Source: an optimization exercise on an open RTL-to-GDS flow (aim: small area, a short achievable clock period and few clock cycles per item). Production flows keep margins and buffers that such runs may drop.
Only simulation tests tie the RTL to the original design; equivalence was not proved.

`design.v`:
```
package amh_pkg;
  function automatic logic [7:0] xtime(input logic [7:0] a);
    xtime = {a[6:0], 1'b0} ^ (a[7] ? 8'h1b : 8'h00);
  endfunction
  function automatic logic [127:0] shift_rows(input logic [127:0] s);
    logic [127:0] r;
    r = '0;
    for (int c = 0; c < 4; c++) begin
      for (int w = 0; w < 4; w++) begin
        r[127 - 8 * (w + 4 * c) -: 8] = s[127 - 8 * (w + 4 * ((c + w) % 4)) -: 8];
      end
    end
    shift_rows = r;
  endfunction
  function automatic logic [127:0] mix_columns(input logic [127:0] s);
    logic [127:0] r;
    logic [7:0] a0, a1, a2, a3, t;
    r = '0;
    for (int c = 0; c < 4; c++) begin
      a0 = s[127 - 32 * c -: 8];
      a1 = s[119 - 32 * c -: 8];
      a2 = s[111 - 32 * c -: 8];
      a3 = s[103 - 32 * c -: 8];
      t  = a0 ^ a1 ^ a2 ^ a3;
      r[127 - 32 * c -: 8] = a0 ^ t ^ xtime(a0 ^ a1);
      r[119 - 32 * c -: 8] = a1 ^ t ^ xtime(a1 ^ a2);
      r[111 - 32 * c -: 8] = a2 ^ t ^ xtime(a2 ^ a3);
      r[103 - 32 * c -: 8] = a3 ^ t ^ xtime(a3 ^ a0);
    end
    mix_columns = r;
  endfunction
  function automatic logic [7:0] rcon(input logic [3:0] r);
    case (r)
      4'd1:    rcon = 8'h01;
      4'd2:    rcon = 8'h02;
      4'd3:    rcon = 8'h04;
      4'd4:    rcon = 8'h08;
      4'd5:    rcon = 8'h10;
      4'd6:    rcon = 8'h20;
      4'd7:    rcon = 8'h40;
      4'd8:    rcon = 8'h80;
      4'd9:    rcon = 8'h1b;
      4'd10:   rcon = 8'h36;
      default: rcon = 8'h00;
    endcase
  endfunction
  function automatic logic [63:0] byte_swap(input logic [63:0] v);
    logic [63:0] r;
    for (int i = 0; i < 8; i++) begin
      r[63 - 8 * i -: 8] = v[8 * i +: 8];
    end
    byte_swap = r;
  endfunction
endpackage
import amh_pkg::*;
module amh_aes
(
  input  logic         clk,
  input  logic         rst,
  input  logic         load,      
  input  logic [127:0] blk_in,
  input  logic         clear,     
  output logic         busy,
  output logic         last,      
  output logic [127:0] chain
);
  logic [127:0] st;
  logic [127:0] rk;
  logic [127:0] blk;
  logic [3:0]   rnd;
  logic [127:0] sb;
  logic [127:0] sr;
  logic [31:0]  ksb;
  logic [127:0] kin;
  logic [127:0] knext;
  logic [3:0]   kround;
  assign busy  = (rnd != 4'd0);
  assign last  = (rnd == 4'd10);
  assign chain = rk;
  for (genvar i = 0; i < 16; i++) begin : g_sb
    amh_sbox u_sb (.a(st[127 - 8 * i -: 8]), .y(sb[127 - 8 * i -: 8]));
  end
  assign sr = amh_pkg::shift_rows(sb);
  assign kround = load ? 4'd1 : rnd + 4'd1;
  amh_sbox u_ksb0 (.a(rk[23:16]), .y(ksb[31:24]));
  amh_sbox u_ksb1 (.a(rk[15:8]),  .y(ksb[23:16]));
  amh_sbox u_ksb2 (.a(rk[7:0]),   .y(ksb[15:8]));
  amh_sbox u_ksb3 (.a(rk[31:24]), .y(ksb[7:0]));
  always_comb begin
    kin = rk;
    kin[127:96] = rk[127:96] ^ ksb ^ {amh_pkg::rcon(kround), 24'd0};
    kin[95:64]  = rk[95:64] ^ kin[127:96];
    kin[63:32]  = rk[63:32] ^ kin[95:64];
    kin[31:0]   = rk[31:0] ^ kin[63:32];
    knext = kin;
  end
  always_ff @(posedge clk) begin
    if (rst) begin
      rnd <= 4'd0;
    end else if (load) begin
      rnd <= 4'd1;
    end else if (last) begin
      rnd <= 4'd0;
    end else if (busy) begin
      rnd <= rnd + 4'd1;
    end
  end
  always_ff @(posedge clk) begin
    if (load) begin
      st <= blk_in ^ rk;
    end else begin
      st <= amh_pkg::mix_columns(sr) ^ rk;
    end
    if (load) begin
      blk <= blk_in;
    end
    if (rst || clear) begin
      rk <= '0;
    end else if (last) begin
      rk <= sr ^ rk ^ blk;
    end else if (load || busy) begin
      rk <= knext;
    end
  end
endmodule
module amh_sbox
(
  input  logic [7:0] a,
  output logic [7:0] y
);
  logic U0, U1, U2, U3, U4, U5, U6, U7;
  logic T1, T2, T3, T4, T5, T6, T7, T8, T9, T10, T11, T12;
  logic T13, T14, T15, T16, T17, T18, T19, T20, T21, T22, T23, T24;
  logic T25, T26, T27, M1, M2, M3, M4, M5, M6, M7, M8, M9;
  logic M10, M11, M12, M13, M14, M15, M16, M17, M18, M19, M20, M21;
  logic M22, M23, M24, M25, M26, M27, M28, M29, M30, M31, M32, M33;
  logic M34, M35, M36, M37, M38, M39, M40, M41, M42, M43, M44, M45;
  logic M46, M47, M48, M49, M50, M51, M52, M53, M54, M55, M56, M57;
  logic M58, M59, M60, M61, M62, M63, L0, L1, L2, L3, L4, L5;
  logic L6, L7, L8, L9, L10, L11, L12, L13, L14, L15, L16, L17;
  logic L18, L19, L20, L21, L22, L23, L24, L25, L26, L27, L28, L29;
  logic S0, S1, S2, S3, S4, S5, S6, S7;
  assign {U0, U1, U2, U3, U4, U5, U6, U7} = a;
  assign T1 = U0 ^ U3;
  assign T2 = U0 ^ U5;
  assign T3 = U0 ^ U6;
  assign T4 = U3 ^ U5;
  assign T5 = U4 ^ U6;
  assign T6 = T1 ^ T5;
  assign T7 = U1 ^ U2;
  assign T8 = U7 ^ T6;
  assign T9 = U7 ^ T7;
  assign T10 = T6 ^ T7;
  assign T11 = U1 ^ U5;
  assign T12 = U2 ^ U5;
  assign T13 = T3 ^ T4;
  assign T14 = T6 ^ T11;
  assign T15 = T5 ^ T11;
  assign T16 = T5 ^ T12;
  assign T17 = T9 ^ T16;
  assign T18 = U3 ^ U7;
  assign T19 = T7 ^ T18;
  assign T20 = T1 ^ T19;
  assign T21 = U6 ^ U7;
  assign T22 = T7 ^ T21;
  assign T23 = T2 ^ T22;
  assign T24 = T2 ^ T10;
  assign T25 = T20 ^ T17;
  assign T26 = T3 ^ T16;
  assign T27 = T1 ^ T12;
  assign M1 = T13 & T6;
  assign M2 = T23 & T8;
  assign M3 = T14 ^ M1;
  assign M4 = T19 & U7;
  assign M5 = M4 ^ M1;
  assign M6 = T3 & T16;
  assign M7 = T22 & T9;
  assign M8 = T26 ^ M6;
  assign M9 = T20 & T17;
  assign M10 = M9 ^ M6;
  assign M11 = T1 & T15;
  assign M12 = T4 & T27;
  assign M13 = M12 ^ M11;
  assign M14 = T2 & T10;
  assign M15 = M14 ^ M11;
  assign M16 = M3 ^ M2;
  assign M17 = M5 ^ T24;
  assign M18 = M8 ^ M7;
  assign M19 = M10 ^ M15;
  assign M20 = M16 ^ M13;
  assign M21 = M17 ^ M15;
  assign M22 = M18 ^ M13;
  assign M23 = M19 ^ T25;
  assign M24 = M22 ^ M23;
  assign M25 = M22 & M20;
  assign M26 = M21 ^ M25;
  assign M27 = M20 ^ M21;
  assign M28 = M23 ^ M25;
  assign M29 = M28 & M27;
  assign M30 = M26 & M24;
  assign M31 = M20 & M23;
  assign M32 = M27 & M31;
  assign M33 = M27 ^ M25;
  assign M34 = M21 & M22;
  assign M35 = M24 & M34;
  assign M36 = M24 ^ M25;
  assign M37 = M21 ^ M29;
  assign M38 = M32 ^ M33;
  assign M39 = M23 ^ M30;
  assign M40 = M35 ^ M36;
  assign M41 = M38 ^ M40;
  assign M42 = M37 ^ M39;
  assign M43 = M37 ^ M38;
  assign M44 = M39 ^ M40;
  assign M45 = M42 ^ M41;
  assign M46 = M44 & T6;
  assign M47 = M40 & T8;
  assign M48 = M39 & U7;
  assign M49 = M43 & T16;
  assign M50 = M38 & T9;
  assign M51 = M37 & T17;
  assign M52 = M42 & T15;
  assign M53 = M45 & T27;
  assign M54 = M41 & T10;
  assign M55 = M44 & T13;
  assign M56 = M40 & T23;
  assign M57 = M39 & T19;
  assign M58 = M43 & T3;
  assign M59 = M38 & T22;
  assign M60 = M37 & T20;
  assign M61 = M42 & T1;
  assign M62 = M45 & T4;
  assign M63 = M41 & T2;
  assign L0 = M61 ^ M62;
  assign L1 = M50 ^ M56;
  assign L2 = M46 ^ M48;
  assign L3 = M47 ^ M55;
  assign L4 = M54 ^ M58;
  assign L5 = M49 ^ M61;
  assign L6 = M62 ^ L5;
  assign L7 = M46 ^ L3;
  assign L8 = M51 ^ M59;
  assign L9 = M52 ^ M53;
  assign L10 = M53 ^ L4;
  assign L11 = M60 ^ L2;
  assign L12 = M48 ^ M51;
  assign L13 = M50 ^ L0;
  assign L14 = M52 ^ M61;
  assign L15 = M55 ^ L1;
  assign L16 = M56 ^ L0;
  assign L17 = M57 ^ L1;
  assign L18 = M58 ^ L8;
  assign L19 = M63 ^ L4;
  assign L20 = L0 ^ L1;
  assign L21 = L1 ^ L7;
  assign L22 = L3 ^ L12;
  assign L23 = L18 ^ L2;
  assign L24 = L15 ^ L9;
  assign L25 = L6 ^ L10;
  assign L26 = L7 ^ L9;
  assign L27 = L8 ^ L10;
  assign L28 = L11 ^ L14;
  assign L29 = L11 ^ L17;
  assign S0 = L6 ^ L24;
  assign S1 = ~(L16 ^ L26);
  assign S2 = ~(L19 ^ L28);
  assign S3 = L6 ^ L21;
  assign S4 = L20 ^ L22;
  assign S5 = L25 ^ L29;
  assign S6 = ~(L13 ^ L27);
  assign S7 = ~(L6 ^ L23);
  assign y = {S0, S1, S2, S3, S4, S5, S6, S7};
endmodule
import amh_pkg::*;
module aes_mmo_hash_core
(
  input  logic        clk,
  input  logic        rst,
  input  logic        in_valid,
  output logic        in_stall,
  input  logic [7:0]  data_byte,
  input  logic [63:0] msg_bits,
  output logic        out_valid,
  input  logic        out_stall,
  output logic        status,
  output logic [63:0] digest_high,
  output logic [63:0] digest_low
);
  logic [63:0]  len;         
  logic [60:0]  rem;         
  logic         in_msg;      
  logic [127:0] ibuf;        
  logic [4:0]   cnt;         
  logic         pre_pend;    
  logic         fin_pend;    
  logic         tail_pend;   
  logic         zero_pend;   
  logic         last_job;    
  logic         take;
  logic         first;
  logic         len_zero;
  logic [63:0]  lm1;
  logic [60:0]  rem0;
  logic [2:0]   b_in;
  logic         is_last;
  logic [7:0]   pad_byte;
  logic [7:0]   wdata;
  logic [3:0]   wpos;
  logic         can_start;
  logic         aes_busy;
  logic         aes_last;
  logic [127:0] chain;
  logic         data_rdy;
  logic         do_pre;
  logic         do_data;
  logic         do_fin;
  logic         do_tail;
  logic         do_zero;
  logic         load;
  logic [127:0] blk_in;
  logic         taken;
  logic [63:0]  lenp;
  logic         lenp_16;
  logic         lenp_32;
  logic         need_two;
  logic [127:0] tail_blk;
  logic [4:0]   nb;
  logic         pad_en;
  logic         tail_en;
  assign lenp     = len + 64'd128;
  assign lenp_16  = (lenp[63:16] == 48'd0);
  assign lenp_32  = (lenp[63:32] == 32'd0);
  always_comb begin
    tail_blk = '0;
    if (lenp_16) begin
      need_two       = (len[6:0] >= 7'd112);
      tail_blk[15:0] = lenp[15:0];
    end else if (lenp_32) begin
      need_two       = (len[6:0] >= 7'd80);
      tail_blk[31:0] = lenp[31:0];
    end else begin
      need_two       = (len[6:0] >= 7'd16);
      tail_blk[63:0] = len;
    end
  end
  assign taken    = out_valid && !out_stall;
  assign data_rdy = (cnt == 5'd16) && !(fin_pend && (len[2:0] != 3'd0));
  assign do_pre   = !aes_busy && pre_pend && !out_valid;
  assign do_data  = !aes_busy && !pre_pend && data_rdy;
  assign do_fin   = !aes_busy && !pre_pend && !data_rdy && fin_pend;
  assign do_tail  = !aes_busy && !pre_pend && !fin_pend && tail_pend;
  assign do_zero  = !aes_busy && zero_pend && !out_valid;
  assign load     = do_pre || do_data || do_fin || do_tail;
  assign nb      = do_data ? 5'd16 : (do_fin ? cnt : 5'd0);
  assign pad_en  = do_fin && (len[2:0] == 3'd0);
  assign tail_en = (do_fin && !need_two) || do_tail;
  always_comb begin
    if (do_pre) begin
      blk_in = {amh_pkg::byte_swap(len), 64'd0};
    end else begin
      for (int j = 0; j < 16; j++) begin
        blk_in[127 - 8 * j -: 8] =
            ((5'(j) < nb) ? ibuf[127 - 8 * j -: 8] : 8'h00)
          | ((pad_en && (5'(j) == nb)) ? 8'h80 : 8'h00)
          | (tail_en ? tail_blk[127 - 8 * j -: 8] : 8'h00);
      end
    end
  end
  amh_aes u_aes (
    .clk    (clk),
    .rst    (rst),
    .load   (load),
    .blk_in (blk_in),
    .clear  (taken),
    .busy   (aes_busy),
    .last   (aes_last),
    .chain  (chain)
  );
  assign can_start = (!fin_pend || (do_fin && !need_two)) && !tail_pend && !zero_pend;
  assign in_stall  = in_msg ? ((cnt == 5'd16) && !do_data) : !can_start;
  assign take      = in_valid && !in_stall;
  assign first     = !in_msg;
  assign len_zero = (msg_bits == 64'd0);
  assign lm1      = msg_bits - 64'd1;
  assign rem0     = (lm1[63:3] == '1) ? {{60{1'b1}}, 1'b0} : lm1[63:3];
  assign b_in     = first ? msg_bits[2:0] : len[2:0];
  assign is_last  = first ? (!len_zero && (rem0 == 61'd0)) : (rem == 61'd1);
  assign pad_byte = ({data_byte, 8'h00} >> b_in) | (8'h80 >> b_in);
  assign wdata    = (is_last && (b_in != 3'd0)) ? pad_byte : data_byte;
  assign wpos     = (do_data || do_fin) ? 4'd0 : cnt[3:0];
  always_ff @(posedge clk) begin
    if (rst) begin
      in_msg    <= 1'b0;
      cnt       <= 5'd0;
      pre_pend  <= 1'b0;
      fin_pend  <= 1'b0;
      tail_pend <= 1'b0;
      zero_pend <= 1'b0;
      last_job  <= 1'b0;
      out_valid <= 1'b0;
    end else begin
      if (do_pre) pre_pend <= 1'b0;
      if (do_fin) fin_pend <= 1'b0;
      if (do_tail) tail_pend <= 1'b0;
      if (do_fin && need_two) tail_pend <= 1'b1;
      if (do_zero) zero_pend <= 1'b0;
      if (load) last_job <= (do_fin && !need_two) || do_tail;
      cnt <= ((do_data || do_fin) ? 5'd0 : cnt) + 5'(take && !(first && len_zero));
      if (take) begin
        if (first) begin
          if (len_zero) begin
            zero_pend <= 1'b1;
          end else begin
            pre_pend <= 1'b1;
            in_msg   <= !is_last;
          end
        end else if (is_last) begin
          in_msg <= 1'b0;
        end
        if (is_last) fin_pend <= 1'b1;
      end
      if ((aes_last && last_job) || do_zero) begin
        out_valid <= 1'b1;
      end else if (taken) begin
        out_valid <= 1'b0;
      end
    end
  end
  always_ff @(posedge clk) begin
    if (take) begin
      if (first) begin
        len <= msg_bits;
        rem <= rem0;
      end else begin
        rem <= rem - 61'd1;
      end
    end
    if (take && !(first && len_zero)) begin
      for (int j = 0; j < 16; j++) begin
        if (wpos == 4'(j)) ibuf[127 - 8 * j -: 8] <= wdata;
      end
    end
    if ((aes_last && last_job) || do_zero) begin
      status <= do_zero;
    end
  end
  assign digest_high = chain[127:64];
  assign digest_low  = chain[63:0];
endmodule
```
`run.sh`:
```
#!/bin/bash
# synth_recipe.tcl (not shown) runs the flow's synth.tcl, then flattens the netlist and writes it again
# the make line also repeats each setting of config.mk as NAME=value (left out here)
make -C /OpenROAD-flow-scripts/flow DESIGN_CONFIG=/design/flow/config.mk WORK_HOME=/design/flow/orfs CLKGATE_MAP_FILE= SYNTH_SCRIPT=/design/flow/synth_recipe.tcl finish
```
`config.mk`:
```
export PLATFORM = sky130hd
export DESIGN_NAME = aes_mmo_hash_core
export DESIGN_NICKNAME = aes_mmo_hash_core
export VERILOG_FILES = /design/flow/design.v
export SDC_FILE = /design/flow/constraint.sdc
export NUM_CORES = 8
export LEC_CHECK = 0
export CAP_MARGIN = 20
export CORE_MARGIN = 2
export CORE_UTILIZATION = 25
export PLACE_DENSITY = 0.5
export SLEW_MARGIN = 20
```
`constraint.sdc`:
```
create_clock -name core_clock -period 8.0 [get_ports {clk}]
set_input_delay 1.6000 -clock core_clock [delete_from_list [all_inputs] [get_ports {clk}]]
set_output_delay 1.6000 -clock core_clock [all_outputs]
set_load 0.01 [all_outputs]
```
==> reports/metrics.cfg <==
[drt]
viasPerCell = 5.41
ant_nets = 0
drc = 0
routed_wl_mm = 324
dr.pass1.iters = 6
avgRoutedWirePerCell_um = 25.2
drt-initial-drc-count = 7750
via_count = 69700

[yosys]
synth_area_leaders = xnor2_1, edfxtp_1, dfxtp_1
synth.top_cell.area_share_pct = 16.5
synthArstFlopShare_pct = 0
ys_types = 118
synth_nets = 8837
syn_avg_cell_area_um2 = 8.54
synth-edff-count = 382
synth_warnings = 2
synthFlopType = edfxtp_1
synth_cells = 8709
yosysTopAreaCell = xnor2_1
synth_seq_area_share_pct = 22.7
synthesis.area_mm2 = 0.0744
synth-seq-cells = 654

[global_route]
grt_antenna_before_repair = 14
use_met2_pct = 32.9
use_met1_pct = 27.6
use_met3_pct = 2.28
grt_pass1_vias = 65200
grt-busiest-layer = met2
grt_first_pass_wirelength_mm = 466
track_usage_pct = 20.6
grt_start_max_net_pins = 116
grt-ovfl-total = 0

[cells_and_area]
final_cell_mix = xnor2_1, nor2_1, nand2_1
regArea_mm2 = 0.0169
n_fill_cell = 31400
syn_to_final_growth_pct = 14.4
drive_above_1_share_pct = 8.71
final_common_cell = xnor2_1
fin_util_pct = 28.7
multiInputGateArea_mm2 = 0.0549
nets = 8980

[timing]
hold_viol_final = 0
rsz0062_at_grt = false
slew_viol_final = 0
tns_ps = 0
period_minus_slack_ps = 7740
fin_crit_sh_pct = 96.7
slew-limit-headroom_pct = 12.6
skew_ps = 22.7
worst_slew_pin_slew_ps = 1300
max_freq_ghz = 0.129
setup_viol = 0

[critical_path]
crit_buf_inv = 0
required_ps = 8580
path_depth = 17
timing.critical_path.to = u_aes.st[51]
reg2reg_depth = 17
reg2reg_to = u_aes.st[51]
end_kind = flip-flop
worstSetupStartpoint = u_aes.st[68]
crit_slowest_cell = dfxtp_1
crit_path_frequent_cell = xnor2_1
startpoint_type = flip-flop
cpPeakStageDelay_ps = 870
crit_path_max_fanout = 21
timing.rr.start = u_aes.st[68]
critical_path_arrival_ps = 8320
critical-path-top-delay-family = XOR/XNOR gates
criticalPathCategory = flip-flop to flip-flop
r2r_slack_ps = 260
cp_cell_sequence = xor3_2, xnor2_1, xnor2_1, ha_1, or3_1, and3_1, or4_1, and2_1, o311ai_0, nand2b_1, xor2_4, xnor2_2, xnor3_1, xnor2_1, xnor2_1, a21oi_1, xnor2_1

[die]
start_util_pct = 25.1
io-pin-count = 207
rows = 200
dieWidth_um = 549
core_area_mm2 = 0.297
fp.dieH_um = 549
die_area_mm2 = 0.302

[clock_tree]
clock_sinks = 654
clkTransAtPathRegs_ps = 60
cts-root-buf = clkbuf_16
clk_latency_ps = 720
cts_tree = done
cts_buffer_depth = 3
cts.htree.levels = 3
cts_setup_buffers = 0
cts_made_buffers = 82

[placed_design]
gp_congestion = 0.968
dp_hpwl_mm = 258
numPortBuffers = 206

[run_status]
status = finished clean

[flow_run]
cap_violations = 0

[hold_path]
hp-class = flip-flop to flip-flop

-- how the worst min path moves through the flow --
stage	start	endpoint	depth (start not counted)
3_3_place_gp	last_job	last_job	2
5_1_grt	last_job	last_job	2
6_report	last_job	last_job	2
3_5_place_dp	last_job	last_job	2
4_1_cts	last_job	last_job	2
2_1_floorplan	last_job	last_job	2
-- stage by stage --
stage | setup WS (ps) | hold slack (ps) | std cells | instance area, um^2
CTS | 304 | 484 | 12900 | 85000
floorplan | 1400 | 437 | 8709 | 74400
global route | 21.0 | 509 | 12900 | 85100
detailed placement | 341 | 470 | 12700 | 82200
finish | 262 | 493 | 12900 | 85100
global placement | 211 | 466 | 12700 | 82200
-- final cells by class --
| cell class | instances | area share [%] |
|---|---|---|
| well taps | 3939 | 5.79 |
| flip-flops and latches | 654 | 19.9 |
| clock buffers | 115 | 2.73 |
| diodes | 7 | 0.0206 |
| clock inverters | 37 | 0.547 |
| repair buffers | 594 | 5.87 |
| multi-input cells | 7390 | 64.6 |
| inverters | 130 | 0.579 |
-- cell families (layout without fill, tap and decap cells) --
family                   Yosys count  in the layout  share of synthesized area, %
adder cells (fa/ha/maj)           74             74                          1.17
XOR/XNOR                        2343           2343                          33.3
AND/OR/NAND/NOR                 2484           2484                          15.8
buffers and inverters            665            876                          3.62
multiplexers                     187            187                          2.62
AO/OA/AOI/OAI                   2302           2302                          20.7
flip-flops                       654            654                          22.7
other                              0              7                             0
-- sequential cells by signal (all words and copies together), names as in the netlist, 4 cells and up --
register and count:
ibuf 128, cnt 5, u_aes.rnd 4, u_aes.st 128, rem 61, len 64, u_aes.blk 128, u_aes.rk 128
-- synthesized netlist by cell type, types with 60 or more instances --
cell type and number:
a211oi_1 115, a21oi_1 602, a22o_1 107, a22oi_1 67, a31oi_1 80, and2_1 63, and3_1 62, buf_2 129
clkbuf_1 349, dfxtp_1 272, edfxtp_1 382, inv_1 127, mux2i_1 153, nand2_1 630, nand2b_1 76, nand3_1 224
nand4_1 64, nor2_1 727, nor2b_1 77, nor3_1 249, nor4_1 82, o211ai_1 112, o21ai_0 439, o22ai_1 128
o31ai_1 60, or3_1 78, xnor2_1 1398, xnor2_2 70, xnor3_1 196, xor2_1 609
-- tightest hold or removal path: cells and delay by family (launching register included) --
| kind | cells | cell delay [ps] |
|---|---|---|
| DFF | 1 | 320 |
| and+or+nand+nor | 1 | 60 |
| AOI/OAI and AO/OA | 1 | 60 |
-- repair_timing --
action                                  CTS  global route
endpoints found under the setup margin    0             2
hold buffers                              0             0
gates resized for setup                   0             3
-- per-layer routing --
metal,vias to the layer above,share of wire (%)
li1,31900,-
met1,34400,43
met2,2922,45
met3,469,6.1
met4,8,5.5
met5,-,0.018
Testbench counts, summed over its fixed seeds: cycles 44,158, items 37,553.

-- static timing again, ports no longer ideal --
How much do the figures lean on ideal ports? The routed layout below was timed once more, with nothing changed but the port constraints.
Step 1: set_driving_cell puts a clkbuf_16 on clk and a buf_2 on each other input, an assumption about the parent block.
Step 2 times the ports against the registers' clock, not the clock port: input delays grow and output delays shrink by t, the midpoint of the rising clock arrivals with the driver on.
a / b / c = ideal ports / drivers / drivers and shift; a / b = the first two.
t, ns: 0.791
setup slack, ns: 0.262 / 0.262 / 0.262
latest minus earliest clock arrival (ns): 0.026 / 0.026
worst slew at a driven data input, ns: 0.10
pins driven straight from the clock port: 1
After both steps this run still meets setup and hold. The setup slack of this run moves by 0.000 ns with the drivers and by 0.000 ns with both steps.
